Background: an optimization exercise with open tools, aiming at small area. Do not read the settings as production practice.
The RTL was checked by simulation tests, not by an equivalence proof against the original design.
Power and IR drop assume default switching activity.

--- flow/run.sh ---
#!/bin/bash
# synth_recipe.tcl (not shown) runs the flow's synth.tcl, then flattens the netlist and writes it again
# the make line also repeats each setting of config.mk as NAME=value (left out here)
make -C /OpenROAD-flow-scripts/flow DESIGN_CONFIG=/design/flow/config.mk WORK_HOME=/design/flow/orfs CLKGATE_MAP_FILE= SYNTH_SCRIPT=/design/flow/synth_recipe.tcl finish
--- flow/config.mk ---
export PLATFORM = sky130hd
export DESIGN_NAME = bp_top
export DESIGN_NICKNAME = bp_top
export VERILOG_FILES = /design/flow/design.v
export SDC_FILE = /design/flow/constraint.sdc
export NUM_CORES = 4
export LEC_CHECK = 0
export ABC_AREA = 1
export CAP_MARGIN = 20
export CELL_PAD_IN_SITES_DETAIL_PLACEMENT = 0
export CELL_PAD_IN_SITES_GLOBAL_PLACEMENT = 1
export CORE_MARGIN = 2
export CORE_UTILIZATION = 50
export PLACE_DENSITY = 0.62
export SLEW_MARGIN = 20
--- flow/constraint.sdc ---
create_clock -name core_clock -period 6.0 [get_ports {clk}]
set_input_delay 1.2000 -clock core_clock [delete_from_list [all_inputs] [get_ports {clk}]]
set_output_delay 1.2000 -clock core_clock [all_outputs]
set_load 0.01 [all_outputs]
--- flow/design.v ---
`timescale 1ns/1ns
package bp_pkg;
  typedef logic [31:0] pc_t;   
  localparam logic [1:0] CTR_SNT = 2'b00;   
  localparam logic [1:0] CTR_WNT = 2'b01;   
  localparam logic [1:0] CTR_WT  = 2'b10;   
  localparam logic [1:0] CTR_ST  = 2'b11;   
  localparam int TAG_W = 27;
endpackage
`timescale 1ns/1ns
module bp_entry_ram #(
  parameter int  NUM_ENTRIES = 32,
  localparam int IDX_W       = $clog2(NUM_ENTRIES),
  localparam int TAG_W       = bp_pkg::TAG_W
) (
  input  logic             clk,
  input  logic             rst_n,
  input  logic [IDX_W-1:0] f_idx,
  output logic             f_valid,
  output logic [TAG_W-1:0] f_tag,
  output logic             f_taken,     
  output bp_pkg::pc_t      f_target,
  input  logic [IDX_W-1:0] u_idx,
  output logic             u_valid,
  output logic [TAG_W-1:0] u_tag,
  output logic [1:0]       u_ctr,
  input  logic             wr_ent,      
  input  logic [TAG_W-1:0] wr_tag,
  input  bp_pkg::pc_t      wr_target,
  input  logic             wr_ctr,      
  input  logic [1:0]       wr_ctr_val
);
  logic             valid  [NUM_ENTRIES];
  logic [TAG_W-1:0] tag    [NUM_ENTRIES];
  bp_pkg::pc_t      target [NUM_ENTRIES];
  logic [1:0]       ctr    [NUM_ENTRIES];
  logic [NUM_ENTRIES-1:0] f_sel, u_sel;
  logic [NUM_ENTRIES-1:0] ctr_msb;
  for (genvar i = 0; i < NUM_ENTRIES; i++) begin : g_msb
    assign ctr_msb[i] = ctr[i][1];
  end
  always_comb begin
    for (int i = 0; i < NUM_ENTRIES; i++) begin
      f_sel[i] = (f_idx == IDX_W'(i));
      u_sel[i] = (u_idx == IDX_W'(i));
    end
  end
  always_ff @(posedge clk or negedge rst_n) begin
    if (!rst_n) begin
      for (int i = 0; i < NUM_ENTRIES; i++) valid[i] <= 1'b0;
    end else begin
      for (int i = 0; i < NUM_ENTRIES; i++)
        if (wr_ent && u_sel[i]) valid[i] <= 1'b1;
    end
  end
  always_ff @(posedge clk) begin
    for (int i = 0; i < NUM_ENTRIES; i++) begin
      if (wr_ent && u_sel[i]) begin
        tag[i]    <= wr_tag;
        target[i] <= wr_target;
      end
      if (wr_ctr && u_sel[i]) ctr[i] <= wr_ctr_val;
    end
  end
  always_comb begin
    f_valid  = 1'b0;
    f_tag    = '0;
    f_taken  = 1'b0;
    f_target = '0;
    u_valid  = 1'b0;
    u_tag    = '0;
    u_ctr    = '0;
    for (int i = 0; i < NUM_ENTRIES; i++) begin
      f_valid  = f_valid  | (f_sel[i] & valid[i]);
      f_tag    = f_tag    | ({TAG_W{f_sel[i]}} & tag[i]);
      f_taken  = f_taken  | (f_sel[i] & ctr_msb[i]);
      f_target = f_target | ({32{f_sel[i]}} & target[i]);
      u_valid  = u_valid  | (u_sel[i] & valid[i]);
      u_tag    = u_tag    | ({TAG_W{u_sel[i]}} & tag[i]);
      u_ctr    = u_ctr    | ({2{u_sel[i]}} & ctr[i]);
    end
  end
endmodule
`timescale 1ns/1ns
module bp_update_slave (
  input  logic        clk,
  input  logic        rst_n,
  input  logic        wb_cyc,
  input  logic        wb_stb,
  input  logic        wb_we,
  input  bp_pkg::pc_t wb_adr,       
  input  bp_pkg::pc_t wb_dat_i,     
  input  logic        wb_tgd_i,     
  output logic        wb_ack,
  output logic        wb_err,
  output logic        upd_valid,    
  output bp_pkg::pc_t upd_pc,
  output bp_pkg::pc_t upd_target,
  output logic        upd_taken
);
  logic req;            
  logic ack_q;
  logic err_q;
  bp_pkg::pc_t adr_q;   
  bp_pkg::pc_t dat_q;
  logic tgd_q;
  assign req = wb_cyc && wb_stb && !ack_q && !err_q;
  always_ff @(posedge clk or negedge rst_n) begin
    if (!rst_n) begin
      ack_q <= 1'b0;
      err_q <= 1'b0;
    end else begin
      ack_q <= req && wb_we;    
      err_q <= req && !wb_we;   
    end
  end
  always_ff @(posedge clk) begin
    adr_q <= wb_adr;
    dat_q <= wb_dat_i;
    tgd_q <= wb_tgd_i;
  end
  assign wb_ack     = ack_q;
  assign wb_err     = err_q;
  assign upd_valid  = ack_q;   
  assign upd_pc     = adr_q;
  assign upd_target = dat_q;
  assign upd_taken  = tgd_q;
endmodule
`timescale 1ns/1ns
module bp_predict_core #(
  parameter int  NUM_ENTRIES = 32,
  localparam int IDX_W       = $clog2(NUM_ENTRIES),
  localparam int TAG_W       = bp_pkg::TAG_W
) (
  input  logic        clk,
  input  logic        rst_n,
  input  logic        fetch_valid,
  input  bp_pkg::pc_t fetch_pc,
  input  logic        upd_valid,
  input  bp_pkg::pc_t upd_pc,
  input  bp_pkg::pc_t upd_target,
  input  logic        upd_taken,
  output logic        look_valid,    
  output logic        look_hit,
  output bp_pkg::pc_t look_next_pc
);
  logic             f_valid, f_taken, u_valid;
  logic [TAG_W-1:0] f_tag, u_tag;
  bp_pkg::pc_t      f_target;
  logic [1:0]       u_ctr;
  logic             hit, tag_match;
  logic [1:0]       ctr_next;
  function automatic logic [TAG_W-1:0] pc_tag(bp_pkg::pc_t pc);
    pc_tag = {pc[31:IDX_W+2], pc[1:0]};
  endfunction
  bp_entry_ram #(.NUM_ENTRIES(NUM_ENTRIES)) ram_i (
    .clk(clk), .rst_n(rst_n),
    .f_idx(fetch_pc[IDX_W+1:2]), .f_valid(f_valid), .f_tag(f_tag),
    .f_taken(f_taken), .f_target(f_target),
    .u_idx(upd_pc[IDX_W+1:2]), .u_valid(u_valid), .u_tag(u_tag), .u_ctr(u_ctr),
    .wr_ent(upd_valid && upd_taken), .wr_tag(pc_tag(upd_pc)), .wr_target(upd_target),
    .wr_ctr(upd_valid && (upd_taken || tag_match)), .wr_ctr_val(ctr_next)
  );
  assign tag_match = u_valid && (u_tag == pc_tag(upd_pc));
  always_comb begin
    if (!tag_match) ctr_next = bp_pkg::CTR_WT;
    else if (upd_taken) ctr_next = (u_ctr == bp_pkg::CTR_ST) ? u_ctr : u_ctr + 2'd1;
    else ctr_next = (u_ctr == bp_pkg::CTR_SNT) ? u_ctr : u_ctr - 2'd1;
  end
  assign hit = fetch_valid && f_valid && (f_tag == pc_tag(fetch_pc)) && f_taken;
  always_ff @(posedge clk or negedge rst_n) begin
    if (!rst_n) begin
      look_valid <= 1'b0;
      look_hit   <= 1'b0;
    end else begin
      look_valid <= fetch_valid;
      look_hit   <= hit;
    end
  end
  always_ff @(posedge clk) begin
    look_next_pc <= hit ? f_target : fetch_pc + 32'd4;
  end
endmodule
`timescale 1ns/1ns
module bp_next_pc (
  input  logic        clk,
  input  logic        rst_n,
  input  logic        look_valid,
  input  logic        look_hit,
  input  bp_pkg::pc_t look_next_pc,
  output logic        pred_valid,
  output logic        pred_hit,
  output bp_pkg::pc_t pred_next_pc
);
  logic        d_valid, d_hit;
  bp_pkg::pc_t d_next_pc;
  always_ff @(posedge clk or negedge rst_n) begin
    if (!rst_n) begin
      d_valid    <= 1'b0;
      d_hit      <= 1'b0;
      pred_valid <= 1'b0;
      pred_hit   <= 1'b0;
    end else begin
      d_valid    <= look_valid;
      d_hit      <= look_hit;
      pred_valid <= d_valid;
      pred_hit   <= d_hit;
    end
  end
  always_ff @(posedge clk) begin
    d_next_pc    <= look_next_pc;
    pred_next_pc <= d_next_pc;
  end
endmodule
`timescale 1ns/1ns
module bp_top #(
  parameter int NUM_ENTRIES = 32   
) (
  input  logic        clk,
  input  logic        rst_n,
  input  logic        fetch_valid,
  input  bp_pkg::pc_t fetch_pc,
  output logic        pred_valid,
  output logic        pred_hit,
  output bp_pkg::pc_t pred_next_pc,
  input  logic        wb_cyc,
  input  logic        wb_stb,
  input  logic        wb_we,
  input  bp_pkg::pc_t wb_adr,       
  input  bp_pkg::pc_t wb_dat_i,     
  input  logic        wb_tgd_i,     
  output logic        wb_ack,
  output logic        wb_err
);
  logic upd_valid;     
  bp_pkg::pc_t  upd_pc;
  bp_pkg::pc_t  upd_target;
  logic upd_taken;
  logic look_valid;    
  logic look_hit;
  bp_pkg::pc_t  look_next_pc;
  bp_update_slave update_slave_i (
    .clk(clk), .rst_n(rst_n),
    .wb_cyc(wb_cyc), .wb_stb(wb_stb), .wb_we(wb_we),
    .wb_adr(wb_adr), .wb_dat_i(wb_dat_i), .wb_tgd_i(wb_tgd_i),
    .wb_ack(wb_ack), .wb_err(wb_err),
    .upd_valid(upd_valid), .upd_pc(upd_pc),
    .upd_target(upd_target), .upd_taken(upd_taken)
  );
  bp_predict_core #(.NUM_ENTRIES(NUM_ENTRIES)) predict_core_i (
    .clk(clk), .rst_n(rst_n),
    .fetch_valid(fetch_valid), .fetch_pc(fetch_pc),
    .upd_valid(upd_valid), .upd_pc(upd_pc),
    .upd_target(upd_target), .upd_taken(upd_taken),
    .look_valid(look_valid), .look_hit(look_hit), .look_next_pc(look_next_pc)
  );
  bp_next_pc next_pc_i (
    .clk(clk), .rst_n(rst_n),
    .look_valid(look_valid), .look_hit(look_hit), .look_next_pc(look_next_pc),
    .pred_valid(pred_valid), .pred_hit(pred_hit), .pred_next_pc(pred_next_pc)
  );
endmodule
==> run summary, run 1 <==
Final Non-Filler Cells: 10800
CTS tree: done
Sw Ratio: 23.4%
Post-Route WL: 411 mm
Top cell type's share of synthesized area: 66.4%
Setup tns final: 0 ps
Wire length per cell: 37.9 um
Synth Area in Adders: 0.0851%
Number of global-route vias before repair: 63900
Synth area leaders: edfxtp_1, nand2_1, dfxtp_1
CTS buffer count: 218
Share of cells above drive strength 1: 10.3%
Type of the most critical hold path: register to register
Leak Pwr: 39.3 nW
Main synth FF type: edfxtp_1
Post-CTS setup buffers: 0
Row count: 154
Crit path cell chain: inv_1, nor2_4, nand2_1, nor2_2, buf_4, nand2_1, nand2_1, nor2_1, nand2_1, nor2_1, nand3_1, nand2_1, nor2_1, nand3_1, nor2_1, nand3_1, buf_4, a21oi_1
Main combinational cell family by area after synthesis: simple AND/OR/NAND/NOR gates
Final Wtd Congestion: 1.05
Worst Skew: 72.0 ps
Drt pass-1 iters: 6
Slew at the pin closest to its max-slew limit: 1260 ps
Final Power: 32.2 mW
Synth Area in XOR/XNOR: 0.268%
Routed Antenna Nets: 0
Setup violators final: 0
Area growth syn-to-layout: 16.6%
Peak VDD IR: 0.298 mV
Synthesized flop and latch total: 2153
Most used cell, CP: nand2_1
Post-synthesis cell area: 88200 um^2
Total Die Area: 180000 um^2
Fin. max-slew vios: 0
Setup CP Type: register to register
CP Buf/Inv Count: 3
Ys async rst share: 1.86%
Pin count of the biggest net entering global routing: 120
CP delay by family, top: simple AND/OR/NAND/NOR gates
Post-DR vias/cell: 6.45
Required @ worst endpoint: 6530 ps
PD cells: 313 nW/um^2
Total track usage: 45.1%
MaxCap Viol Count: 0
Die Y-Extent: 424 um
Achievable Freq: 181 MHz
Total gr overflow: 0
Post-Synth Simple-Gate Area: 21.1%
Remaining DRCs: 0
RSZ-0062 raised after global routing: no
Seq pwr share: 51.5%
Reg area: 62900 um^2
Initial antenna violation count: 33
Synth warn: 8
H-Tree Depth: 4
Filler cell count: 14700
Final nets: 8404
Arrival @ worst endpoint: 6050 ps
Critical Path Sink Type: register
DP HPWL: 252 mm
I/O pins: 139
Max incr delay on CP: 790 ps
Root Driver: clkbuf_16
Cells after Synth: 7889
Worst Path Max Fanout: 32
I/O Buffers: 138
Clk buf depth: 3
Critical path's slowest cell: nor2_2
Core footprint: 176000 um^2
Psw: 7.55 mW
Global-route wire length before repair: 546 mm
Syn Nets: 7998
Leading area contributor after synthesis: edfxtp_1
Final period utilization: 91.9%
Post-synth EDFFs: 1952
Sequential fraction of the synthesis area: 71.2%
Die Width: 424 um
Placed insts: 10400
Cell Int Power: 24.7 mW
Max_slew headroom: 15.9%
Worst-path clk slew: 60 ps
Multi-input gate area: 23400 um^2
Distinct cells, synth: 50
Gate power share: 5.2%
Syn Area/Cell: 11.2 um^2
Clock sink count: 2153
Cts hold-fix bufs: 0
Compound-cell area share of the yosys netlist: 4.46%
Initial Utilization: 50.2%
Clock power frac: 43.4%
Worst setup SP type: register
Clk Latency, worst-skew pair: 920 ps
Vias: 69900
Final worst path period need: 5510 ps
Outcome: finished clean
Fin. Hold Viols: 0
Multiplexer share of the synthesized area: 0%
CTS resizes: 0
Drt initial violations: 13000
## logic make-up after synthesis
kind of cell | after synthesis
AOI/OAI and AO/OA | 554
xor gates and xnor gates | 27
adders and majority gates | 6
buffers and inverters | 613
DFF | 2153
and+or+nand+nor | 4536
## per-layer routing
| metal | global-route usage [%] | wire, um | vias up |
|---|---|---|---|
| li1 | - | - | 28300 |
| met1 | 59.0 | 146000 | 34200 |
| met2 | 66.0 | 176000 | 5944 |
| met3 | 12.6 | 56000 | 1464 |
| met4 | 29.7 | 33100 | 34 |
| met5 | 0 | 224 | - |
## through the flow
stage / hold slack [ps] / util [%] / setup slack [ps] / area (um^2)
CTS: 326 / 58.5 / 786 / 103000
global placement: 311 / 54.2 / 259 / 95200
detailed placement: 312 / 54.3 / 274 / 95400
finish: 326 / 58.5 / 487 / 103000
global route: 327 / 58.5 / 660 / 103000
floorplan: 310 / - / 1740 / 88200
## registers in the layout, indices dropped and copies added, names as in the netlist
name and cells:
next_pc_i.d_valid 1, predict_core_i.ram_i.target 1024, next_pc_i.pred_valid 1, next_pc_i.pred_hit 1, next_pc_i.pred_next_pc 32, update_slave_i.err_q 1
predict_core_i.ram_i.ctr 64, predict_core_i.look_valid 1, next_pc_i.d_next_pc 32, update_slave_i.tgd_q 1, predict_core_i.ram_i.valid 32, update_slave_i.dat_q 32
predict_core_i.ram_i.tag 864, next_pc_i.d_hit 1, update_slave_i.adr_q 32, predict_core_i.look_next_pc 32, update_slave_i.ack_q 1, predict_core_i.look_hit 1
## power groups by stage
stage / clock [mW] / sequential [mW] / combinational [mW]
4_1_cts: 14.0 / 16.6 / 1.59
6_report: 14.0 / 16.6 / 1.67
5_1_grt: 14.6 / 16.6 / 1.69
3_5_place_dp: 0 / 16.9 / 1.59
2_1_floorplan: 0 / 16.9 / 0.651
3_3_place_gp: 0 / 16.9 / 1.59
## synth_stat cells, types with 45 or more instances
| library cell | number |
|---|---|
| edfxtp_1 | 1952 |
| a22o_1 | 128 |
| nor3_1 | 45 |
| a221oi_1 | 95 |
| nand3_1 | 390 |
| clkbuf_1 | 136 |
| inv_1 | 241 |
| a21oi_1 | 88 |
| buf_1 | 71 |
| a22oi_1 | 58 |
| nand4_1 | 299 |
| nor2_1 | 735 |
| nand2_1 | 3001 |
| dfxtp_1 | 161 |
| buf_2 | 123 |
| o21ai_0 | 118 |
## placed cells by master, fill, tap and decap left out, types with 15 or more instances in the layout
master / instances
nand2_1: 3000
a21oi_1: 88
a22oi_1: 58
buf_12: 63
edfxtp_1: 1952
clkbuf_16: 226
a211oi_1: 20
clkbuf_1: 64
nor2_1: 684
nor3_1: 37
clkdlybuf4s50_1: 136
nor2_4: 56
dfxtp_1: 152
clkbuf_8: 31
xor2_1: 27
buf_4: 327
clkinv_1: 23
nand4_1: 299
a22o_1: 128
clkinv_2: 44
o22ai_1: 15
o21ai_0: 118
diode_2: 16
dfrtp_1: 40
inv_1: 236
a221oi_1: 95
nand3_1: 390
## area by class of cell
type                    instances  area share (%)
clock buffers                 325            6.17
diodes                         16          0.0389
multi-input cells            5123            22.7
repair buffers                533            5.09
clock inverters                92           0.988
inverters                     266            1.01
flip-flops and latches       2153            61.1
well taps                    2340            2.85
## path summary, 6_finish.rpt
check | startpoint | to | slack, ps | cells after the start
min reg2reg | next_pc_i.d_next_pc[19] | next_pc_i.pred_next_pc[19] | 330 | 0
max | update_slave_i.adr_q[3] | predict_core_i.ram_i.ctr[16][1] | 490 | 18
max reg2reg | update_slave_i.adr_q[3] | predict_core_i.ram_i.ctr[16][1] | 490 | 18
min in group asynchronous | rst_n | predict_core_i.look_hit | 350 | 1
max in group asynchronous | rst_n | predict_core_i.ram_i.valid[27] | 5200 | 1
min | next_pc_i.d_next_pc[19] | next_pc_i.pred_next_pc[19] | 330 | 0
==> run 2: changes to the inputs <==
==> flow/config.mk (replaced) <==
export PLATFORM = sky130hd
export DESIGN_NAME = bp_top
export DESIGN_NICKNAME = bp_top
export VERILOG_FILES = /design/flow/design.v
export SDC_FILE = /design/flow/constraint.sdc
export NUM_CORES = 4
export LEC_CHECK = 0
export CAP_MARGIN = 20
export CELL_PAD_IN_SITES_DETAIL_PLACEMENT = 1
export CELL_PAD_IN_SITES_GLOBAL_PLACEMENT = 2
export CORE_MARGIN = 2
export CORE_UTILIZATION = 25
export PLACE_DENSITY = 0.4
export SLEW_MARGIN = 20
==> run summary, run 2 <==
Clk buf depth: 4
DP HPWL: 351 mm
Drt pass-1 iters: 6
Final nets: 6073
Top cell type's share of synthesized area: 69.0%
Total track usage: 31.3%
Met2 Resource Use GR: 48.9%
Type of the most critical hold path: primary input to async pin
GRT met3 Usage: 4.88%
Slew at the pin closest to its max-slew limit: 1280 ps
Leading area contributor after synthesis: edfxtp_1
Global-route wire length before repair: 705 mm
Final Wtd Congestion: 0.958
Syn Nets: 5436
Gr busiest metal: met2
Synth area leaders: edfxtp_1, a22oi_1, dfxtp_1
Crit path cell chain: or3b_2, nor2_4, a2111oi_0, and4_1, a21oi_1, nor4_1, buf_4, and4_1, buf_12, nand2_1, buf_4, or3_1, buf_12
Setup tns final: -6080 ps
Peak VDD IR: 0.195 mV
Worst Skew: 69.9 ps
Required @ worst endpoint: 6630 ps
Critical Path Sink Type: register
Synth warn: 8
Final worst path period need: 6130 ps
Routed Antenna Nets: 0
H-Tree Depth: 5
Clock power frac: 47.1%
PD cells: 334 nW/um^2
I/O Buffers: 138
Total gr overflow: 0
Leak Pwr: 34.7 nW
Multi-input gate area: 20900 um^2
Worst setup SP type: register
Clk Latency, worst-skew pair: 950 ps
CTS resizes: 0
Seq pwr share: 47.0%
Main combinational cell family by area after synthesis: compound AO/OA/AOI/OAI gates
Share of cells above drive strength 1: 21.1%
Max reg flops: 1024
Synth Area in Adders: 0.112%
Fin. Hold Viols: 0
Initial Utilization: 25.1%
Cell Int Power: 26.7 mW
Post-CTS setup buffers: 0
Filler cell count: 35000
Drt initial violations: 10200
SO Viols: setup timing
Syn Area/Cell: 16.0 um^2
Area growth syn-to-layout: 24.6%
Final Worst Setup Slack: -131 ps
CTS tree: done
RSZ-0062 raised after global routing: no
Pin count of the biggest net entering global routing: 62
Setup violators final: 87
Post-synth EDFFs: 1952
Wire length per cell: 51.9 um
Post-Synth Simple-Gate Area: 8.30%
Largest Register: predict_core_i.ram_i.target
Distinct cells, synth: 92
Top-count cell post-synth: edfxtp_1
Post-synthesis cell area: 85000 um^2
Compound-cell area share of the yosys netlist: 12.4%
Cts hold-fix bufs: 0
Main synth FF type: edfxtp_1
Synthesized flop and latch total: 2153
Fin. max-slew vios: 0
Sw Ratio: 24.5%
Total Die Area: 345000 um^2
Cells after Synth: 5327
Max incr delay on CP: 930 ps
Die Width: 587 um
Worst Path Max Fanout: 32
MaxCap Viol Count: 0
Number of global-route vias before repair: 62800
Reg area: 62900 um^2
Row count: 214
Achievable Freq: 163 MHz
Post-Route WL: 557 mm
Root Driver: clkbuf_16
Vias: 64400
I/O pins: 139
Ys async rst share: 1.86%
Sequential fraction of the synthesis area: 73.9%
Fin area: 106000 um^2
Psw: 8.68 mW
Die Y-Extent: 587 um
Final period utilization: 102%
Core footprint: 339000 um^2
M1 GR Usage: 43.0%
Multiplexer share of the synthesized area: 2.61%
Commonest non-fill, non-tap cell in the layout: edfxtp_1
Synth Area in XOR/XNOR: 0.474%
CTS buffer count: 273
Remaining DRCs: 0
Arrival @ worst endpoint: 6760 ps
Max_slew headroom: 14.5%
Worst-path clk slew: 60 ps
Area post-placement: 97000 um^2
Outcome: finished with violations
Initial antenna violation count: 70
Post-synth top cells: edfxtp_1, a22oi_1, nand4_1, clkbuf_1, nand3_1
Most frequent cells in the layout: edfxtp_1, a22oi_1, buf_4, clkbuf_16, nand4_1
Setup CP Type: register to register
Critical path's slowest cell: a2111oi_0
Post-DR vias/cell: 6.00
Biggest regs: predict_core_i.ram_i.target: 1024 flops, predict_core_i.ram_i.tag: 864 flops, predict_core_i.ram_i.ctr: 64 flops
Final hold slack: 112 ps
Gate power share: 5.9%
Clock sink count: 2153
-- run 2: cell types whose count changed after synthesis, sizes merged, moves of 101 or more --
cell / change
inv: -236
a222oi: +101
and3: +167
a22oi: +594
mux2i: +127
clkbuf: +121
nor2: -696
nand3: -179
nand2: -2925
-- run 2: routing by layer --
metal  vias to the layer above  wire, um
met5                         -       152
met1                     35600    238000
met4                        22     27900
met2                      4025    250000
met3                       984     41700
li1                      23800         -
-- run 2: kinds of logic after synthesis --
| kind of cell | count (synthesis) |
|---|---|
| XOR/XNOR | 46 |
| flip-flops | 2153 |
| AO/OA/AOI/OAI | 1318 |
| multiplexers | 208 |
| AND/OR/NAND/NOR | 1160 |
| buffers and inverters | 434 |
| adder cells (fa/ha/maj) | 8 |
-- run 2: critical path, delay by kind of cell (launching register included) --
family | cells | cell delay (ps)
AO/OA/AOI/OAI | 2 | 1170
buffers and inverters | 4 | 730
flip-flops | 1 | 820
AND/OR/NAND/NOR | 7 | 3060
-- run 2: layout make-up --
class,instances,area share (%)
Sequential cell,2153,59.4
Multi-Input combinational cell,2740,19.8
Clock buffer,377,7.22
Timing Repair Buffer,768,7.02
Tap cell,4536,5.36
Clock inverter,114,1.10
Inverter,28,0.123
Antenna cell,18,0.0425
-- run 2: stage by stage --
stage,total power [mW],worst slack [ps],utilization [%],cells
2_1_floorplan,17.5,-81.0,-,5327
3_3_place_gp,19.0,-1130,28.6,10200
3_5_place_dp,19.0,-743,28.6,10200
4_1_cts,35.6,135,31.2,10700
5_1_grt,36.2,74.4,31.2,10700
6_report,35.4,-131,31.2,10700
-- run 2: final timing paths --
check | from | to | slack (ps) | cells past startpoint
min reg2reg | next_pc_i.d_next_pc[10] | next_pc_i.pred_next_pc[10] | 320 | 0
max | update_slave_i.adr_q[5] | predict_core_i.ram_i.ctr[23][1] | -130 | 13
max reg2reg | update_slave_i.adr_q[5] | predict_core_i.ram_i.ctr[23][1] | -130 | 13
min | rst_n | predict_core_i.look_valid | 110 | 1
min in group core_clock | next_pc_i.d_next_pc[10] | next_pc_i.pred_next_pc[10] | 320 | 0
max in group asynchronous | rst_n | predict_core_i.ram_i.valid[31] | 5040 | 2
-- run 2: power groups by stage --
stage                     Combinational (mW)  Sequential (mW)  Clock (mW)
final                                   2.08             16.6        16.7
after global routing                    2.06             16.6        17.5
after CTS                               2.02             16.6        16.9
after detailed placement                2.01             17.0           0
after global placement                  2.02             17.0           0
after floorplan                        0.672             16.9           0
==> run 3: changes to the inputs <==
--- a/flow/design.v
+++ b/flow/design.v
@@ -22,4 +22,5 @@
   output bp_pkg::pc_t      f_target,
   input  logic [IDX_W-1:0] u_idx,
+  input  logic [IDX_W-1:0] wr_idx,
   output logic             u_valid,
   output logic [TAG_W-1:0] u_tag,
@@ -35,5 +36,5 @@
   bp_pkg::pc_t      target [NUM_ENTRIES];
   logic [1:0]       ctr    [NUM_ENTRIES];
-  logic [NUM_ENTRIES-1:0] f_sel, u_sel;
+  logic [NUM_ENTRIES-1:0] f_sel, u_sel, w_sel;
   logic [NUM_ENTRIES-1:0] ctr_msb;
   for (genvar i = 0; i < NUM_ENTRIES; i++) begin : g_msb
@@ -44,4 +45,5 @@
       f_sel[i] = (f_idx == IDX_W'(i));
       u_sel[i] = (u_idx == IDX_W'(i));
+      w_sel[i] = (wr_idx == IDX_W'(i));
     end
   end
@@ -51,14 +53,14 @@
     end else begin
       for (int i = 0; i < NUM_ENTRIES; i++)
-        if (wr_ent && u_sel[i]) valid[i] <= 1'b1;
+        if (wr_ent && w_sel[i]) valid[i] <= 1'b1;
     end
   end
   always_ff @(posedge clk) begin
     for (int i = 0; i < NUM_ENTRIES; i++) begin
-      if (wr_ent && u_sel[i]) begin
+      if (wr_ent && w_sel[i]) begin
         tag[i]    <= wr_tag;
         target[i] <= wr_target;
       end
-      if (wr_ctr && u_sel[i]) ctr[i] <= wr_ctr_val;
+      if (wr_ctr && w_sel[i]) ctr[i] <= wr_ctr_val;
     end
   end
@@ -137,4 +139,5 @@
   input  logic        fetch_valid,
   input  bp_pkg::pc_t fetch_pc,
+  input  bp_pkg::pc_t bus_pc,        
   input  logic        upd_valid,
   input  bp_pkg::pc_t upd_pc,
@@ -149,5 +152,6 @@
   bp_pkg::pc_t      f_target;
   logic [1:0]       u_ctr;
-  logic             hit, tag_match;
+  logic             hit, tag_match, u_match;
+  logic [1:0]       u_ctr_q;
   logic [1:0]       ctr_next;
   function automatic logic [TAG_W-1:0] pc_tag(bp_pkg::pc_t pc);
@@ -158,13 +162,18 @@
     .f_idx(fetch_pc[IDX_W+1:2]), .f_valid(f_valid), .f_tag(f_tag),
     .f_taken(f_taken), .f_target(f_target),
-    .u_idx(upd_pc[IDX_W+1:2]), .u_valid(u_valid), .u_tag(u_tag), .u_ctr(u_ctr),
+    .u_idx(bus_pc[IDX_W+1:2]), .u_valid(u_valid), .u_tag(u_tag), .u_ctr(u_ctr),
+    .wr_idx(upd_pc[IDX_W+1:2]),
     .wr_ent(upd_valid && upd_taken), .wr_tag(pc_tag(upd_pc)), .wr_target(upd_target),
     .wr_ctr(upd_valid && (upd_taken || tag_match)), .wr_ctr_val(ctr_next)
   );
-  assign tag_match = u_valid && (u_tag == pc_tag(upd_pc));
+  assign u_match = u_valid && (u_tag == pc_tag(bus_pc));
+  always_ff @(posedge clk) begin
+    tag_match <= u_match;
+    u_ctr_q   <= u_ctr;
+  end
   always_comb begin
     if (!tag_match) ctr_next = bp_pkg::CTR_WT;
-    else if (upd_taken) ctr_next = (u_ctr == bp_pkg::CTR_ST) ? u_ctr : u_ctr + 2'd1;
-    else ctr_next = (u_ctr == bp_pkg::CTR_SNT) ? u_ctr : u_ctr - 2'd1;
+    else if (upd_taken) ctr_next = (u_ctr_q == bp_pkg::CTR_ST) ? u_ctr_q : u_ctr_q + 2'd1;
+    else ctr_next = (u_ctr_q == bp_pkg::CTR_SNT) ? u_ctr_q : u_ctr_q - 2'd1;
   end
   assign hit = fetch_valid && f_valid && (f_tag == pc_tag(fetch_pc)) && f_taken;
@@ -251,5 +260,5 @@
     .clk(clk), .rst_n(rst_n),
     .fetch_valid(fetch_valid), .fetch_pc(fetch_pc),
-    .upd_valid(upd_valid), .upd_pc(upd_pc),
+    .bus_pc(wb_adr), .upd_valid(upd_valid), .upd_pc(upd_pc),
     .upd_target(upd_target), .upd_taken(upd_taken),
     .look_valid(look_valid), .look_hit(look_hit), .look_next_pc(look_next_pc)
==> flow/config.mk (replaced) <==
export PLATFORM = sky130hd
export DESIGN_NAME = bp_top
export DESIGN_NICKNAME = bp_top
export VERILOG_FILES = /design/flow/design.v
export SDC_FILE = /design/flow/constraint.sdc
export NUM_CORES = 4
export LEC_CHECK = 0
export CAP_MARGIN = 20
export CELL_PAD_IN_SITES_DETAIL_PLACEMENT = 0
export CELL_PAD_IN_SITES_GLOBAL_PLACEMENT = 1
export CORE_MARGIN = 2
export CORE_UTILIZATION = 50
export CTS_BUF_LIST = sky130_fd_sc_hd__clkbuf_4 sky130_fd_sc_hd__clkbuf_8
export PLACE_DENSITY = 0.6
export SETUP_SLACK_MARGIN = 0.1
export SLEW_MARGIN = 20
==> run summary, run 3 <==
Outcome: finished clean
Largest Register: predict_core_i.ram_i.target
Pin count of the biggest net entering global routing: 65
Hold depth: 0
Fin. Hold Viols: 0
RSZ-0062 raised after global routing: no
CTS resizes: 0
Syn Nets: 5334
R2R depth: 13
Synthesized flop and latch total: 2156
Worst Path Max Fanout: 14
Total track usage: 48.8%
Most frequent cells in the layout: edfxtp_1, a22oi_1, clkbuf_8, buf_4, nand3_1
Critical Path Sink Type: register
MaxCap Viol Count: 0
Min-delay src: next_pc_i.d_next_pc[5]
Area post-placement: 91200 um^2
Pre-CTS WS: -124 ps
Fin area: 98700 um^2
Placed insts: 7628
Vias: 63900
Top cell type's share of synthesized area: 69.9%
Required @ worst endpoint: 7050 ps
Total Die Area: 171000 um^2
Peak VDD IR: 0.284 mV
Post-Route WL: 422 mm
I/O Buffers: 138
Post-synthesis cell area: 83900 um^2
DP HPWL: 257 mm
Type of the most critical hold path: register to register
Final Worst Setup Slack: 734 ps
Initial antenna violation count: 36
Clock sink count: 2156
Post-DR vias/cell: 7.70
Slew at the pin closest to its max-slew limit: 1290 ps
Reg area: 62900 um^2
CTS buffer count: 363
Max_slew headroom: 13.8%
Leak Pwr: 32.4 nW
Synth warn: 8
Worst setup SP type: primary input
Gate power share: 5.4%
Post-synth EDFFs: 1952
Row count: 150
Syn Area/Cell: 16.1 um^2
Final nets: 5902
Synth area leaders: edfxtp_1, a22oi_1, dfxtp_1
Distinct cells, synth: 81
Total gr overflow: 0
Final period utilization: 87.8%
Biggest regs: predict_core_i.ram_i.target: 1024 flops, predict_core_i.ram_i.tag: 864 flops, predict_core_i.ram_i.ctr: 64 flops
FF-to-FF setup slack: 1820 ps
Final Wtd Congestion: 1.06
Drt initial violations: 15300
Reg-to-Reg End: predict_core_i.look_next_pc[9]
Cell Int Power: 24.4 mW
Clk Latency, worst-skew pair: 1180 ps
PD cells: 324 nW/um^2
Sequential fraction of the synthesis area: 75.0%
Ys async rst share: 1.86%
Leading area contributor after synthesis: edfxtp_1
Arrival @ worst endpoint: 6320 ps
Die Width: 414 um
Max reg flops: 1024
Drt pass-1 iters: 10
Critical R2R Launch: predict_core_i.ram_i.tag[6][23]
H-Tree Depth: 5
Area growth syn-to-layout: 17.6%
Share of cells above drive strength 1: 21.3%
Achievable Freq: 190 MHz
Clk buf depth: 4
Post-synth top cells: edfxtp_1, a22oi_1, clkbuf_1, nand3_1, nand4_1
Cells after Synth: 5225
Wire length per cell: 50.9 um
Sw Ratio: 23.6%
Final worst path period need: 5270 ps
Seq pwr share: 52.2%
Setup violators final: 0
Fin. max-slew vios: 0
CTS tree: done
Worst-path clk slew: 60 ps
Initial Utilization: 50.3%
Global-route wire length before repair: 549 mm
Filler cell count: 12800
Setup CP Type: primary input to register
Main synth FF type: edfxtp_1
Die Y-Extent: 414 um
Multi-input gate area: 20200 um^2
I/O pins: 139
Commonest non-fill, non-tap cell in the layout: edfxtp_1
Core footprint: 167000 um^2
Number of global-route vias before repair: 58900
Remaining DRCs: 0
Psw: 7.55 mW
Clock power frac: 42.4%
Final Non-Filler Cells: 8300
Root Driver: clkbuf_8
Worst Skew: 108 ps
Routed Antenna Nets: 0
Top-count cell post-synth: edfxtp_1
Endpoint, Worst Hold: next_pc_i.pred_next_pc[5]
Worst setup startpoint: fetch_pc[2]
## run 3: layout make-up
cell class | instances | area share [%]
Antenna cell | 25 | 0.0634
Multi-Input combinational cell | 2693 | 20.4
Timing Repair Buffer | 568 | 5.48
Clock inverter | 107 | 0.848
Inverter | 11 | 0.0418
Tap cell | 2204 | 2.79
Clock buffer | 536 | 6.58
Sequential cell | 2156 | 63.8
## run 3: cell families (layout without fill, tap and decap cells)
family                   count (synthesis)  after routing  share of synthesized area [%]
flip-flops                            2156           2156                           75.0
AO/OA/AOI/OAI                         1320           1320                           12.4
AND/OR/NAND/NOR                       1123           1123                           7.49
buffers and inverters                  376           1222                           1.95
multiplexers                           176            176                           2.34
XOR/XNOR                                68             68                          0.710
adder cells (fa/ha/maj)                  6              6                         0.0895
other                                    0             25                              0
## run 3: critical path, cell delays in order
cell,delay [ps]
clkdlybuf4s50_1,860
inv_1,170
ha_2,280
buf_4,250
and3b_1,520
a22oi_1,330
nand4_1,110
nor4_1,520
xnor2_1,110
nor3_1,650
nand4_1,300
nor4_4,350
buf_12,210
buf_4,200
mux2i_1,220
## run 3: power by group through the flow
stage	Combinational, mW	Clock, mW	Sequential [mW]
after CTS	1.61	13.5	16.7
after global routing	1.69	14.1	16.7
final	1.73	13.6	16.7
after floorplan	0.645	0	16.9
after detailed placement	1.61	0	17.0
after global placement	1.61	0	17.0
## run 3: per-stage QoR
stage                     util [%]  power, mW  hold slack (ps)  setup TNS (ps)
final                         59.1       32.0              296               0
after CTS                     59.1       31.8              182               0
after global routing          59.1       32.5              307               0
after global placement        54.6       18.6              313           -5400
after floorplan                  -       17.5              310               0
after detailed placement      54.7       18.6              312           -2180
## run 3: worst max-delay path by stage
stage,end,depth (start not counted)
detailed placement,predict_core_i.look_next_pc[9],15
global route,predict_core_i.look_next_pc[9],15
floorplan,predict_core_i.look_next_pc[0],18
finish,predict_core_i.look_next_pc[9],15
global placement,predict_core_i.look_next_pc[14],16
CTS,predict_core_i.look_next_pc[9],16
## run 3: layer usage
layer | global-route usage, % | routed length (um) | up-vias
met5 | 0.0283 | 187 | -
met4 | 34.3 | 37500 | 15
met3 | 16.8 | 65700 | 1859
met2 | 68.7 | 175000 | 7128
met1 | 63.4 | 144000 | 31800
li1 | - | - | 23100
## run 3: timing repair
item / 4_1_cts / 5_1_grt
hold endpoints to repair: 0 / 2
hold buffers: 0 / 1
buffers inserted: 0 / 0
==> run 4: changes to the inputs <==
--- a/flow/design.v
+++ b/flow/design.v
@@ -56,12 +56,22 @@
     end
   end
-  always_ff @(posedge clk) begin
+  logic [NUM_ENTRIES-1:0] ent_load, ent_keep, ctr_load;
+  logic [NUM_ENTRIES*(TAG_W+32)-1:0] ent_q;
+  always_comb begin
     for (int i = 0; i < NUM_ENTRIES; i++) begin
-      if (wr_ent && w_sel[i]) begin
-        tag[i]    <= wr_tag;
-        target[i] <= wr_target;
-      end
-      if (wr_ctr && w_sel[i]) ctr[i] <= wr_ctr_val;
-    end
+      ent_load[i] = wr_ent && w_sel[i];
+      ent_keep[i] = !(wr_ent && w_sel[i]);
+      ctr_load[i] = wr_ctr && w_sel[i];
+    end
+  end
+  bp_store ent_store_i (
+    .clk(clk), .load(ent_load), .keep(ent_keep), .wdata({wr_tag, wr_target}), .q(ent_q)
+  );
+  always_ff @(posedge clk) begin
+    for (int i = 0; i < NUM_ENTRIES; i++)
+      if (ctr_load[i]) ctr[i] <= wr_ctr_val;
+  end
+  for (genvar i = 0; i < NUM_ENTRIES; i++) begin : g_row
+    assign {tag[i], target[i]} = ent_q[i*(TAG_W+32) +: TAG_W+32];
   end
   always_comb begin
@@ -84,4 +94,20 @@
   end
 endmodule
+module bp_store #(
+  localparam int ROWS  = 32,
+  localparam int WIDTH = bp_pkg::TAG_W + 32
+) (
+  input  logic                  clk,
+  input  logic [ROWS-1:0]       load,
+  input  logic [ROWS-1:0]       keep,
+  input  logic [WIDTH-1:0]      wdata,
+  output logic [ROWS*WIDTH-1:0] q
+);
+  always_ff @(posedge clk) begin
+    for (int i = 0; i < ROWS; i++)
+      q[i*WIDTH +: WIDTH] <= (q[i*WIDTH +: WIDTH] & {WIDTH{keep[i]}}) |
+                             (wdata & {WIDTH{load[i]}});
+  end
+endmodule
 `timescale 1ns/1ns
 module bp_update_slave (
@@ -158,5 +184,5 @@
     pc_tag = {pc[31:IDX_W+2], pc[1:0]};
   endfunction
-  bp_entry_ram #(.NUM_ENTRIES(NUM_ENTRIES)) ram_i (
+  bp_entry_ram ram_i (
     .clk(clk), .rst_n(rst_n),
     .f_idx(fetch_pc[IDX_W+1:2]), .f_valid(f_valid), .f_tag(f_tag),
@@ -257,5 +283,5 @@
     .upd_target(upd_target), .upd_taken(upd_taken)
   );
-  bp_predict_core #(.NUM_ENTRIES(NUM_ENTRIES)) predict_core_i (
+  bp_predict_core predict_core_i (
     .clk(clk), .rst_n(rst_n),
     .fetch_valid(fetch_valid), .fetch_pc(fetch_pc),
--- a/flow/config.mk
+++ b/flow/config.mk
@@ -15,2 +15,4 @@
 export SETUP_SLACK_MARGIN = 0.1
 export SLEW_MARGIN = 20
+export SYNTH_HIERARCHICAL = 1
+export SYNTH_MINIMUM_KEEP_SIZE = 7200
==> run summary, run 4 <==
Post-synth top cells: dfxtp_1, a22o_1, a22oi_1, buf_2, clkbuf_1
CTS tree: done
Peak VDD IR: 0.257 mV
Final nets: 7940
H-Tree Depth: 5
Final hold slack: 87.6 ps
Share of cells above drive strength 1: 18.6%
Outcome: finished clean
Total gr overflow: 0
Syn Area/Cell: 11.1 um^2
Core footprint: 170000 um^2
Row count: 151
Clk Latency, worst-skew pair: 1220 ps
Number of global-route vias before repair: 80600
Largest Register: predict_core_i.ram_i.ent_store_i.q
RSZ-0062 raised after global routing: no
Synth warn: 15
Distinct cells, synth: 81
CTS resizes: 0
Synth area leaders: dfxtp_1, a22o_1, a22oi_1
Initial Utilization: 50.5%
Setup tns final: 0 ps
Pin count of the biggest net entering global routing: 62
Worst setup SP type: primary input
Leak Pwr: 38.6 nW
Setup CP Type: primary input to register
MaxCap Viol Count: 0
Initial antenna violation count: 58
Fin. Hold Viols: 0
Final period utilization: 88.5%
Final Wtd Congestion: 1.15
Total track usage: 60.8%
Commonest non-fill, non-tap cell in the layout: dfxtp_1
Die Y-Extent: 418 um
Post-CTS setup buffers: 0
Type of the most critical hold path: primary input to async pin
Top cell type's share of synthesized area: 47.9%
Die Width: 418 um
CTS buffer count: 366
Post-synthesis cell area: 85800 um^2
Final Power: 32.1 mW
Post-synth EDFFs: 64
Slew at the pin closest to its max-slew limit: 1370 ps
Post-Route WL: 552 mm
Worst-path clk slew: 70 ps
Sequential fraction of the synthesis area: 51.3%
Drt pass-1 iters: 13
Leading area contributor after synthesis: dfxtp_1
Max reg flops: 1888
Final Non-Filler Cells: 10400
DP HPWL: 336 mm
Arrival @ worst endpoint: 6370 ps
Most frequent cells in the layout: dfxtp_1, a22o_1, a22oi_1, buf_4, clkbuf_8
Top-count cell post-synth: dfxtp_1
Placed insts: 9681
Routed Antenna Nets: 0
Global-route wire length before repair: 724 mm
Final core occ: 57.7%
Required @ worst endpoint: 7060 ps
Achievable Freq: 188 MHz
Cts hold-fix bufs: 0
Fin area: 98100 um^2
Clock sink count: 2156
Setup violators final: 0
PD cells: 328 nW/um^2
Area post-placement: 90200 um^2
Critical Path Sink Type: register
Root Driver: clkbuf_8
Vias: 89000
Final Worst Setup Slack: 693 ps
Remaining DRCs: 0
Worst Path Max Fanout: 49
Final worst path period need: 5310 ps
I/O pins: 139
Main synth FF type: dfxtp_1
Syn Nets: 7846
Wire length per cell: 53.2 um
Post-DR vias/cell: 8.58
Drt initial violations: 21700
I/O Buffers: 138
Clk buf depth: 4
Worst Skew: 152 ps
Area growth syn-to-layout: 14.4%
Fin. max-slew vios: 0
Max_slew headroom: 8.95%
Synthesized flop and latch total: 2156
Cells after Synth: 7737
Biggest regs: predict_core_i.ram_i.ent_store_i.q: 1888 flops, predict_core_i.ram_i.ctr: 64 flops
Ys async rst share: 1.86%
Pre-CTS WS: -136 ps
Total Die Area: 175000 um^2
## run 4: cell count changes in the layout (fill, tap and decap cells not counted), moves of 32 or more
cell / previous run / this run
clkbuf_4: 141 / 108
clkbuf_8: 396 / 448
clkinv_1: 43 / 4
buf_4: 365 / 522
and3_1: 73 / 154
a22o_1: 98 / 2003
a22oi_1: 780 / 836
diode_2: 25 / 72
nand4_1: 224 / 192
dfxtp_1: 156 / 2019
nand3_1: 240 / 97
edfxtp_1: 1952 / 64
## run 4: modules after synthesis, one instance, submodules excluded
module           cell area [um^2]  flip-flops and latches
bp_store                    58500                    1888
bp_top                       2760                     135
bp_predict_core             24500                     133
## run 4: worst max-delay path, cell delays in order
cell and delay (ps):
buf_6 520, nor2_2 360, buf_4 340, a22oi_1 570, o22ai_1 310, nor4_1 1000
a21oi_1 180, nor3_1 500, buf_4 210, nand4_1 100, and4bb_4 360, buf_12 180
buf_4 180, mux2i_1 210
## run 4: kinds of logic (layout without fill, tap and decap cells)
logic type      count (synthesis)  after routing  synth area share, %
compound gates               3285           3285                 32.1
flops                        2156           2156                 51.3
buf+inv                      1042           1393                 6.92
simple gates                 1030           1030                 6.97
mux                           149            149                 1.89
xor+xnor                       69             69                0.705
fa+ha+maj                       6              6               0.0875
other cells                     0             72                    0
## run 4: layout make-up
type | instances | area, um^2
fill | 14200 | 71800
sequential | 2156 | 44000
multi-input combinational | 4539 | 36600
clock buffer | 556 | 6980
timing repair buffer | 725 | 6580
tap | 2218 | 2780
clock inverter | 69 | 699
inverter | 43 | 244
antenna | 72 | 180
## run 4: worst paths after layout
path                       slack [ps]                                      end              startpoint  cells past startpoint
min reg2reg                       310                next_pc_i.pred_next_pc[4]  next_pc_i.d_next_pc[4]                      0
min                                90                     update_slave_i.ack_q                   rst_n                      2
max in group asynchronous        5330            predict_core_i.ram_i.valid[6]                   rst_n                      2
max reg2reg                      1600  predict_core_i.ram_i.ent_store_i.q[522]    update_slave_i.ack_q                      7
max                               690          predict_core_i.look_next_pc[11]             fetch_pc[4]                     14
min in group core_clock           310                next_pc_i.pred_next_pc[4]  next_pc_i.d_next_pc[4]                      0
## run 4: report_power, final
group          switching [mW]  internal [mW]  leakage, nW
combinational            1.29          0.795         16.7
sequential              0.693           15.0         17.8
clock                    6.38           7.94         4.10
total                    8.36           23.8         38.6
## run 4: metal layers
| layer | track usage [%] | wire, um | vias to the layer above |
|---|---|---|---|
| met4 | 54.1 | 63000 | 44 |
| met1 | 70.7 | 185000 | 42600 |
| met5 | 2.28 | 665 | - |
| met2 | 78.2 | 204000 | 11500 |
| met3 | 34.1 | 99800 | 3822 |
| li1 | - | - | 31000 |
==> run 5: changes to the inputs <==
--- a/flow/design.v
+++ b/flow/design.v
@@ -22,8 +22,8 @@
   output bp_pkg::pc_t      f_target,
   input  logic [IDX_W-1:0] u_idx,
-  input  logic [IDX_W-1:0] wr_idx,
   output logic             u_valid,
   output logic [TAG_W-1:0] u_tag,
   output logic [1:0]       u_ctr,
+  input  logic [IDX_W-1:0] wr_idx,
   input  logic             wr_ent,      
   input  logic [TAG_W-1:0] wr_tag,
@@ -32,30 +32,22 @@
   input  logic [1:0]       wr_ctr_val
 );
-  logic             valid  [NUM_ENTRIES];
-  logic [TAG_W-1:0] tag    [NUM_ENTRIES];
-  bp_pkg::pc_t      target [NUM_ENTRIES];
-  logic [1:0]       ctr    [NUM_ENTRIES];
+  localparam int ENT_W = TAG_W + 32;
   logic [NUM_ENTRIES-1:0] f_sel, u_sel, w_sel;
-  logic [NUM_ENTRIES-1:0] ctr_msb;
-  for (genvar i = 0; i < NUM_ENTRIES; i++) begin : g_msb
-    assign ctr_msb[i] = ctr[i][1];
-  end
-  always_comb begin
-    for (int i = 0; i < NUM_ENTRIES; i++) begin
-      f_sel[i] = (f_idx == IDX_W'(i));
-      u_sel[i] = (u_idx == IDX_W'(i));
-      w_sel[i] = (wr_idx == IDX_W'(i));
-    end
-  end
+  logic [NUM_ENTRIES-1:0] valid;
+  logic [NUM_ENTRIES-1:0] ent_load, ent_keep, ctr_load, ctr_keep;
+  logic [NUM_ENTRIES*ENT_W-1:0] ent_q;    
+  logic [NUM_ENTRIES*2-1:0]     ctr_q;    
+  logic [NUM_ENTRIES*(ENT_W+2)-1:0] f_rows;
+  logic [NUM_ENTRIES*(TAG_W+3)-1:0] u_rows;
+  bp_decode #(.N(NUM_ENTRIES)) f_dec_i (.idx(f_idx),  .sel(f_sel));
+  bp_decode #(.N(NUM_ENTRIES)) u_dec_i (.idx(u_idx),  .sel(u_sel));
+  bp_decode #(.N(NUM_ENTRIES)) w_dec_i (.idx(wr_idx), .sel(w_sel));
   always_ff @(posedge clk or negedge rst_n) begin
     if (!rst_n) begin
-      for (int i = 0; i < NUM_ENTRIES; i++) valid[i] <= 1'b0;
+      valid <= '0;
     end else begin
-      for (int i = 0; i < NUM_ENTRIES; i++)
-        if (wr_ent && w_sel[i]) valid[i] <= 1'b1;
+      valid <= valid | ent_load;
     end
   end
-  logic [NUM_ENTRIES-1:0] ent_load, ent_keep, ctr_load;
-  logic [NUM_ENTRIES*(TAG_W+32)-1:0] ent_q;
   always_comb begin
     for (int i = 0; i < NUM_ENTRIES; i++) begin
@@ -63,38 +55,38 @@
       ent_keep[i] = !(wr_ent && w_sel[i]);
       ctr_load[i] = wr_ctr && w_sel[i];
+      ctr_keep[i] = !(wr_ctr && w_sel[i]);
     end
   end
-  bp_store ent_store_i (
+  bp_store #(.ROWS(NUM_ENTRIES), .WIDTH(ENT_W)) ent_store_i (
     .clk(clk), .load(ent_load), .keep(ent_keep), .wdata({wr_tag, wr_target}), .q(ent_q)
   );
-  always_ff @(posedge clk) begin
-    for (int i = 0; i < NUM_ENTRIES; i++)
-      if (ctr_load[i]) ctr[i] <= wr_ctr_val;
-  end
+  bp_store #(.ROWS(NUM_ENTRIES), .WIDTH(2)) ctr_store_i (
+    .clk(clk), .load(ctr_load), .keep(ctr_keep), .wdata(wr_ctr_val), .q(ctr_q)
+  );
   for (genvar i = 0; i < NUM_ENTRIES; i++) begin : g_row
-    assign {tag[i], target[i]} = ent_q[i*(TAG_W+32) +: TAG_W+32];
+    assign f_rows[i*(ENT_W+2) +: ENT_W+2] = {valid[i], ctr_q[2*i+1], ent_q[i*ENT_W +: ENT_W]};
+    assign u_rows[i*(TAG_W+3) +: TAG_W+3] = {valid[i], ctr_q[2*i +: 2], ent_q[i*ENT_W+32 +: TAG_W]};
   end
+  bp_read_port #(.ROWS(NUM_ENTRIES), .WIDTH(ENT_W+2)) f_port_i (
+    .sel(f_sel), .rows(f_rows), .data({f_valid, f_taken, f_tag, f_target})
+  );
+  bp_read_port #(.ROWS(NUM_ENTRIES), .WIDTH(TAG_W+3)) u_port_i (
+    .sel(u_sel), .rows(u_rows), .data({u_valid, u_ctr, u_tag})
+  );
+endmodule
+module bp_decode #(
+  parameter int  N = 32,
+  localparam int W = $clog2(N)
+) (
+  input  logic [W-1:0] idx,
+  output logic [N-1:0] sel
+);
   always_comb begin
-    f_valid  = 1'b0;
-    f_tag    = '0;
-    f_taken  = 1'b0;
-    f_target = '0;
-    u_valid  = 1'b0;
-    u_tag    = '0;
-    u_ctr    = '0;
-    for (int i = 0; i < NUM_ENTRIES; i++) begin
-      f_valid  = f_valid  | (f_sel[i] & valid[i]);
-      f_tag    = f_tag    | ({TAG_W{f_sel[i]}} & tag[i]);
-      f_taken  = f_taken  | (f_sel[i] & ctr_msb[i]);
-      f_target = f_target | ({32{f_sel[i]}} & target[i]);
-      u_valid  = u_valid  | (u_sel[i] & valid[i]);
-      u_tag    = u_tag    | ({TAG_W{u_sel[i]}} & tag[i]);
-      u_ctr    = u_ctr    | ({2{u_sel[i]}} & ctr[i]);
-    end
+    for (int i = 0; i < N; i++) sel[i] = (idx == W'(i));
   end
 endmodule
 module bp_store #(
-  localparam int ROWS  = 32,
-  localparam int WIDTH = bp_pkg::TAG_W + 32
+  parameter int ROWS  = 32,
+  parameter int WIDTH = 1
 ) (
   input  logic                  clk,
@@ -110,4 +102,48 @@
   end
 endmodule
+module bp_read_port #(
+  parameter int ROWS  = 32,
+  parameter int WIDTH = 1,
+  localparam int GROUPS = (ROWS + 2) / 3
+) (
+  input  logic [ROWS-1:0]       sel,
+  input  logic [ROWS*WIDTH-1:0] rows,
+  output logic [WIDTH-1:0]      data
+);
+  for (genvar b = 0; b < WIDTH; b++) begin : g_bit
+    logic [GROUPS-1:0] grp_n;   
+    for (genvar g = 0; g < GROUPS; g++) begin : g_grp
+      if (3 * g + 2 < ROWS) begin : g_three
+        bp_aoi3 aoi_i (
+          .s0(sel[3*g]),   .d0(rows[(3*g)*WIDTH + b]),
+          .s1(sel[3*g+1]), .d1(rows[(3*g+1)*WIDTH + b]),
+          .s2(sel[3*g+2]), .d2(rows[(3*g+2)*WIDTH + b]),
+          .y_n(grp_n[g])
+        );
+      end else if (3 * g + 1 < ROWS) begin : g_two
+        bp_aoi2 aoi_i (
+          .s0(sel[3*g]),   .d0(rows[(3*g)*WIDTH + b]),
+          .s1(sel[3*g+1]), .d1(rows[(3*g+1)*WIDTH + b]),
+          .y_n(grp_n[g])
+        );
+      end else begin : g_one
+        assign grp_n[g] = !(sel[3*g] && rows[(3*g)*WIDTH + b]);
+      end
+    end
+    assign data[b] = !(&grp_n);
+  end
+endmodule
+module bp_aoi3 (
+  input  logic s0, d0, s1, d1, s2, d2,
+  output logic y_n
+);
+  assign y_n = !((s0 && d0) || (s1 && d1) || (s2 && d2));
+endmodule
+module bp_aoi2 (
+  input  logic s0, d0, s1, d1,
+  output logic y_n
+);
+  assign y_n = !((s0 && d0) || (s1 && d1));
+endmodule
 `timescale 1ns/1ns
 module bp_update_slave (
@@ -184,5 +220,5 @@
     pc_tag = {pc[31:IDX_W+2], pc[1:0]};
   endfunction
-  bp_entry_ram ram_i (
+  bp_entry_ram #(.NUM_ENTRIES(NUM_ENTRIES)) ram_i (
     .clk(clk), .rst_n(rst_n),
     .f_idx(fetch_pc[IDX_W+1:2]), .f_valid(f_valid), .f_tag(f_tag),
@@ -283,5 +319,5 @@
     .upd_target(upd_target), .upd_taken(upd_taken)
   );
-  bp_predict_core predict_core_i (
+  bp_predict_core #(.NUM_ENTRIES(NUM_ENTRIES)) predict_core_i (
     .clk(clk), .rst_n(rst_n),
     .fetch_valid(fetch_valid), .fetch_pc(fetch_pc),
--- a/flow/config.mk
+++ b/flow/config.mk
@@ -16,3 +16,2 @@
 export SLEW_MARGIN = 20
 export SYNTH_HIERARCHICAL = 1
-export SYNTH_MINIMUM_KEEP_SIZE = 7200
==> run summary, run 5 <==
Pin count of the biggest net entering global routing: 65
Drt initial violations: 17600
Leading area contributor after synthesis: dfxtp_1
Final Wtd Congestion: 0.966
Distinct cells, synth: 44
Synth warn: 13
Final nets: 6887
Routed Antenna Nets: 0
Type of the most critical hold path: primary input to async pin
Required @ worst endpoint: 6960 ps
Die Y-Extent: 405 um
CTS tree: done
Final worst path period need: 5340 ps
MaxCap Viol Count: 0
Post-synth top cells: dfxtp_1, a22o_1, a222oi_1, buf_2, nand4_1
Global-route wire length before repair: 522 mm
Pre-CTS WS: -62.2 ps
Synthesized flop and latch total: 2156
Final Worst Setup Slack: 657 ps
Sequential fraction of the synthesis area: 53.8%
Root Driver: clkbuf_8
Post-DR vias/cell: 7.83
H-Tree Depth: 5
Worst-path clk slew: 60 ps
Post-Route WL: 378 mm
Fin. max-slew vios: 0
Total Die Area: 164000 um^2
Main synth FF type: dfxtp_1
Placed insts: 8575
Number of global-route vias before repair: 68300
Clock sink count: 2156
Row count: 147
Drt pass-1 iters: 15
Cells after Synth: 6637
Outcome: finished clean
Peak VDD IR: 0.266 mV
Wire length per cell: 41.0 um
Max reg flops: 1888
I/O pins: 139
Final Power: 30.9 mW
Filler cell count: 13400
Core footprint: 160000 um^2
Initial Utilization: 50.3%
Biggest regs: predict_core_i.ram_i.ent_store_i.q: 1888 flops, predict_core_i.ram_i.ctr_store_i.q: 64 flops
Arrival @ worst endpoint: 6310 ps
Syn Nets: 6741
CTS buffer count: 364
Worst setup SP type: primary input
Die Width: 405 um
Clk Latency, worst-skew pair: 1100 ps
Max_slew headroom: 12.7%
Top-count cell post-synth: dfxtp_1
Fin. Hold Viols: 0
Total gr overflow: 0
Slew at the pin closest to its max-slew limit: 1310 ps
Remaining DRCs: 0
Most frequent cells in the layout: dfxtp_1, a22o_1, a222oi_1, clkbuf_8, buf_4
Clk buf depth: 4
Final period utilization: 89.1%
Total track usage: 44.1%
Critical Path Sink Type: register
Worst Skew: 58.1 ps
Setup violators final: 0
Post-CTS setup buffers: 0
Setup CP Type: primary input to register
Top cell type's share of synthesized area: 52.6%
PD cells: 337 nW/um^2
RSZ-0062 raised after global routing: no
Cts hold-fix bufs: 0
Achievable Freq: 187 MHz
Commonest non-fill, non-tap cell in the layout: dfxtp_1
Syn Area/Cell: 12.1 um^2
Initial antenna violation count: 24
Final core occ: 57.1%
DP HPWL: 228 mm
Synth area leaders: dfxtp_1, a22o_1, a222oi_1
Setup tns final: 0 ps
Vias: 72200
Leak Pwr: 35.7 nW
CTS resizes: 0
Post-synthesis cell area: 80500 um^2
Share of cells above drive strength 1: 17.5%
Final Non-Filler Cells: 9214
Largest Register: predict_core_i.ram_i.ent_store_i.q
Worst Path Max Fanout: 31
Post-synth EDFFs: 0
Ys async rst share: 1.86%
I/O Buffers: 138
Area growth syn-to-layout: 13.6%
## run 5: final timing paths
path	from	endpoint	slack, ps	depth (start not counted)
setup / recovery	fetch_pc[5]	predict_core_i.look_next_pc[31]	660	14
setup reg to reg	update_slave_i.ack_q	predict_core_i.ram_i.ent_store_i.q[44]	2270	5
min in group core_clock	predict_core_i.look_next_pc[7]	next_pc_i.d_next_pc[7]	320	0
hold reg to reg	predict_core_i.look_next_pc[7]	next_pc_i.d_next_pc[7]	320	0
max in group asynchronous	rst_n	predict_core_i.ram_i.valid[19]	5320	2
hold / removal	rst_n	update_slave_i.err_q	190	2
## run 5: worst max-delay path, stage by stage
cell and delay, ps:
clkdlybuf4s50_1 760, or3b_4 510, nor2_4 950, buf_4 340, buf_4 360, a222oi_1 170, nand4_1 140, or3_1 210
xor2_1 90, nor2_1 380, nand4_1 220, nor3_4 210, buf_12 350, mux2_2 380
## run 5: cells by family after synthesis
family,count (synthesis),synth area share (%)
multiplexers,32,0.581
AO/OA/AOI/OAI,2988,34.3
XOR/XNOR,82,0.892
AND/OR/NAND/NOR,708,4.93
buffers and inverters,669,5.47
adder cells (fa/ha/maj),2,0.0280
flip-flops,2156,53.8
## run 5: modules after synthesis (local to each module, per instance), a selection
module | flip-flops and latches | area (um^2) | times used
bp_aoi2 | 0 | 12.5 | 91
bp_next_pc | 68 | 1380 | 1
bp_update_slave | 67 | 1400 | 1
bp_aoi3 | 0 | 10.0 | 910
## run 5: per-stage QoR
| step | cell area (um^2) | hold slack [ps] |
|---|---|---|
| after detailed placement | 83800 | 312 |
| final | 91500 | 188 |
| after CTS | 91400 | 155 |
| after global placement | 83700 | 312 |
| after floorplan | 80600 | 310 |
| after global routing | 91500 | 208 |
## run 5: final cells by class
cell class	count	area (um^2)	area share [%]
inverter	5	18.8	0.0205
timing repair buffer	444	4170	4.56
multi-input combinational	3812	33600	36.7
clock buffer	576	7290	7.97
antenna	13	32.5	0.0356
sequential	2156	43400	47.4
tap	2160	2700	2.95
clock inverter	48	299	0.327
## run 5: metal layers
metal / share of wire (%) / up-vias / track usage [%] / routed length [um]
li1: - / 28400 / - / -
met1: 38 / 35400 / 57.2 / 142000
met2: 41 / 6687 / 62.6 / 153000
met3: 14 / 1614 / 14.8 / 54600
met4: 7.3 / 18 / 27.8 / 27700
met5: 0.036 / - / 0.149 / 137
## run 5: where the power goes
part           switching (mW)  internal [mW]  total, mW
Clock                    6.09           7.75       13.8
Combinational           0.806          0.651       1.46
Sequential              0.584           15.0       15.6
Total                    7.48           23.4       30.9
==> run 6: changes to the inputs <==
==> flow/flow/run.sh (new file) <==
#!/bin/bash
# The standard layout, with two changes: the clock tree is built from larger
# sink clusters of clkbuf_16 without dummy loads, and ports are buffered with buf_1.
set -euo pipefail
export CTS_ARGS="-sink_clustering_enable -repair_clock_nets -sink_clustering_size 30 -sink_clustering_max_diameter 60 -buf_list {sky130_fd_sc_hd__clkbuf_16} -dont_use_dummy_load"
export BUFFER_PORTS_ARGS="-buffer_cell sky130_fd_sc_hd__buf_1"
bash standard.sh > standard.log 2>&1
==> flow/standard.sh (new file) <==
#!/bin/bash
# synth_recipe.tcl (not shown) runs the flow's synth.tcl, then flattens the netlist and writes it again
# the make line also repeats each setting of config.mk as NAME=value (left out here)
make -C /OpenROAD-flow-scripts/flow DESIGN_CONFIG=/design/flow/config.mk WORK_HOME=/design/flow/orfs CLKGATE_MAP_FILE= SYNTH_SCRIPT=/design/flow/synth_recipe.tcl "${@:-finish}"
==> flow/config.mk (replaced) <==
export PLATFORM = sky130hd
export DESIGN_NAME = bp_top
export DESIGN_NICKNAME = bp_top
export VERILOG_FILES = /design/flow/design.v
export SDC_FILE = /design/flow/constraint.sdc
export NUM_CORES = 4
export LEC_CHECK = 0
export CAP_MARGIN = 10
export CELL_PAD_IN_SITES_DETAIL_PLACEMENT = 0
export CELL_PAD_IN_SITES_GLOBAL_PLACEMENT = 1
export CORE_MARGIN = 2
export CORE_UTILIZATION = 60
export CTS_BUF_LIST = sky130_fd_sc_hd__clkbuf_4 sky130_fd_sc_hd__clkbuf_8
export CTS_CLUSTER_DIAMETER = 80
export CTS_CLUSTER_SIZE = 24
export PLACE_DENSITY = 0.68
export SETUP_SLACK_MARGIN = 0.1
export SLEW_MARGIN = 10
export SYNTH_HIERARCHICAL = 1
removed: flow/run.sh
==> run summary, run 6 <==
Outcome: finished clean
Final period utilization: 95.7%
Area growth syn-to-layout: 6.43%
Worst setup startpoint: fetch_pc[5]
Worst setup SP type: primary input
Required @ worst endpoint: 6690 ps
Row count: 134
Core footprint: 133000 um^2
Biggest regs: predict_core_i.ram_i.ent_store_i.q: 1888 flops, predict_core_i.ram_i.ctr_store_i.q: 64 flops
Leading area contributor after synthesis: dfxtp_1
Die Width: 370 um
Wire length per cell: 43.3 um
R2R depth: 5
Pin count of the biggest net entering global routing: 65
Gate power share: 5.3%
PD cells: 304 nW/um^2
Most frequent cells in the layout: dfxtp_1, a22o_1, a222oi_1, buf_4, nand4_1
Total track usage: 50.1%
Final core occ: 64.3%
Sw Ratio: 23.9%
Final Wtd Congestion: 1.03
Slew at the pin closest to its max-slew limit: 1420 ps
Post-synth top cells: dfxtp_1, a22o_1, a222oi_1, buf_2, nand4_1
Clock sink count: 2156
Clock power frac: 34.9%
Worst Path Max Fanout: 31
Final worst path period need: 5740 ps
Cts hold-fix bufs: 0
Critical Path Sink Type: register
Top-count cell post-synth: dfxtp_1
Max_slew headroom: 5.21%
Worst Skew: 43.8 ps
Clk Latency, worst-skew pair: 830 ps
Cell Int Power: 19.8 mW
Post-DR vias/cell: 8.69
I/O pins: 139
Synthesized flop and latch total: 2156
RSZ-0062 raised after global routing: no
DP HPWL: 215 mm
Hold depth: 0
CTS buffer count: 144
Drt pass-1 iters: 22
Syn Area/Cell: 12.1 um^2
Post-synthesis cell area: 80500 um^2
Synth warn: 13
Setup violators final: 0
Post-Route WL: 360 mm
Max reg flops: 1888
Main synth FF type: dfxtp_1
Global-route wire length before repair: 496 mm
Min-delay src: next_pc_i.d_next_pc[2]
Total Die Area: 137000 um^2
Critical R2R Launch: update_slave_i.tgd_q
Share of cells above drive strength 1: 10.9%
Drt initial violations: 19500
Distinct cells, synth: 44
Fin. Hold Viols: 0
Largest Register: predict_core_i.ram_i.ent_store_i.q
Vias: 72100
Post-CTS setup buffers: 0
Setup CP Type: primary input to register
CTS resizes: 0
Sequential fraction of the synthesis area: 53.8%
CTS tree: done
Die Y-Extent: 370 um
Worst-path clk slew: 80 ps
Routed Antenna Nets: 0
Number of global-route vias before repair: 67200
Achievable Freq: 174 MHz
Root Driver: clkbuf_16
Clk buf depth: 3
-- run 6: power by group through the flow --
| stage | clock [mW] | combinational (mW) | sequential, mW |
|---|---|---|---|
| after floorplan | 0 | 0.883 | 15.6 |
| after global placement | 0 | 1.25 | 15.8 |
| after detailed placement | 0 | 1.29 | 15.8 |
| after CTS | 9.03 | 1.29 | 15.5 |
| after global routing | 9.54 | 1.41 | 15.6 |
| final | 9.09 | 1.37 | 15.6 |
-- run 6: cell type report --
| cell class | instances | area [um^2] |
|---|---|---|
| multi-input combinational | 3812 | 33600 |
| clock buffer | 144 | 3600 |
| antenna | 10 | 25.0 |
| tap | 1768 | 2210 |
| inverter | 5 | 18.8 |
| fill | 10400 | 47600 |
| timing repair buffer | 411 | 2890 |
| sequential | 2156 | 43400 |
-- run 6: worst paths after layout --
path / slack [ps] / endpoint
worst max-delay path: 260 / predict_core_i.look_next_pc[31]
worst min-delay path: 310 / next_pc_i.pred_next_pc[2]
worst max register to register: 2110 / predict_core_i.ram_i.ent_store_i.q[780]
worst min register to register: 310 / next_pc_i.pred_next_pc[2]
max in group asynchronous: 5010 / predict_core_i.ram_i.valid[2]
min in group asynchronous: 470 / update_slave_i.err_q
-- run 6: worst max-delay path, cell delays in order --
cell and delay, ps:
buf_1 450, nand3b_1 430, nor2_4 1080, buf_4 530, a222oi_1 180, nand4_1 200, or3_1 260, xor2_1 110
nor4_1 780, nand2_1 220, nor3_4 250, buf_12 310, mux2_2 370
-- run 6: metal layers --
layer / global-route usage, % / up-vias / wire length [um]
li1: - / 27700 / -
met1: 63.1 / 34900 / 127000
met2: 68.2 / 7512 / 140000
met3: 24.8 / 1955 / 64900
met4: 29.5 / 38 / 26900
met5: 3.67 / - / 835
-- run 6: Yosys stat by module, one instance, submodules excluded, excerpt --
module / times used / flip-flops and latches / cells / cell area [um^2]
bp_next_pc: 1 / 68 / 68 / 1380
bp_aoi3: 910 / 0 / 1 / 10.0
bp_aoi2: 91 / 0 / 1 / 12.5
bp_update_slave: 1 / 67 / 71 / 1400
-- run 6: cells by family (layout without fill, tap and decap cells) --
group | after synthesis | in the layout | share of synthesized area (%)
compound gates | 2988 | 2988 | 34.3
xor+xnor | 82 | 82 | 0.892
fa+ha+maj | 2 | 2 | 0.0280
buf+inv | 669 | 560 | 5.47
flops | 2156 | 2156 | 53.8
mux | 32 | 32 | 0.581
other cells | 0 | 10 | 0
simple gates | 708 | 708 | 4.93
-- run 6: stage by stage --
stage                     setup TNS, ps  hold slack, ps  setup WS [ps]  instances  instance area, um^2
after global placement            -9.79             312          -9.79       8149                82000
after floorplan                       0             310            377       6637                80600
after detailed placement          -24.6             312          -22.5       8149                82000
final                                 0             310            255       8306                85700
after CTS                             0             312            757       8293                85600
after global routing                  0             320            320       8301                85700

Re-timed with assumed drivers on the ports (clkbuf_16 on the clock, buf_2 on other inputs), run 6 has 0.306 ns of setup slack against 0.255 ns with ideal ports, and -0.582 ns once port delays also move by the mid clock arrival of 0.888 ns.
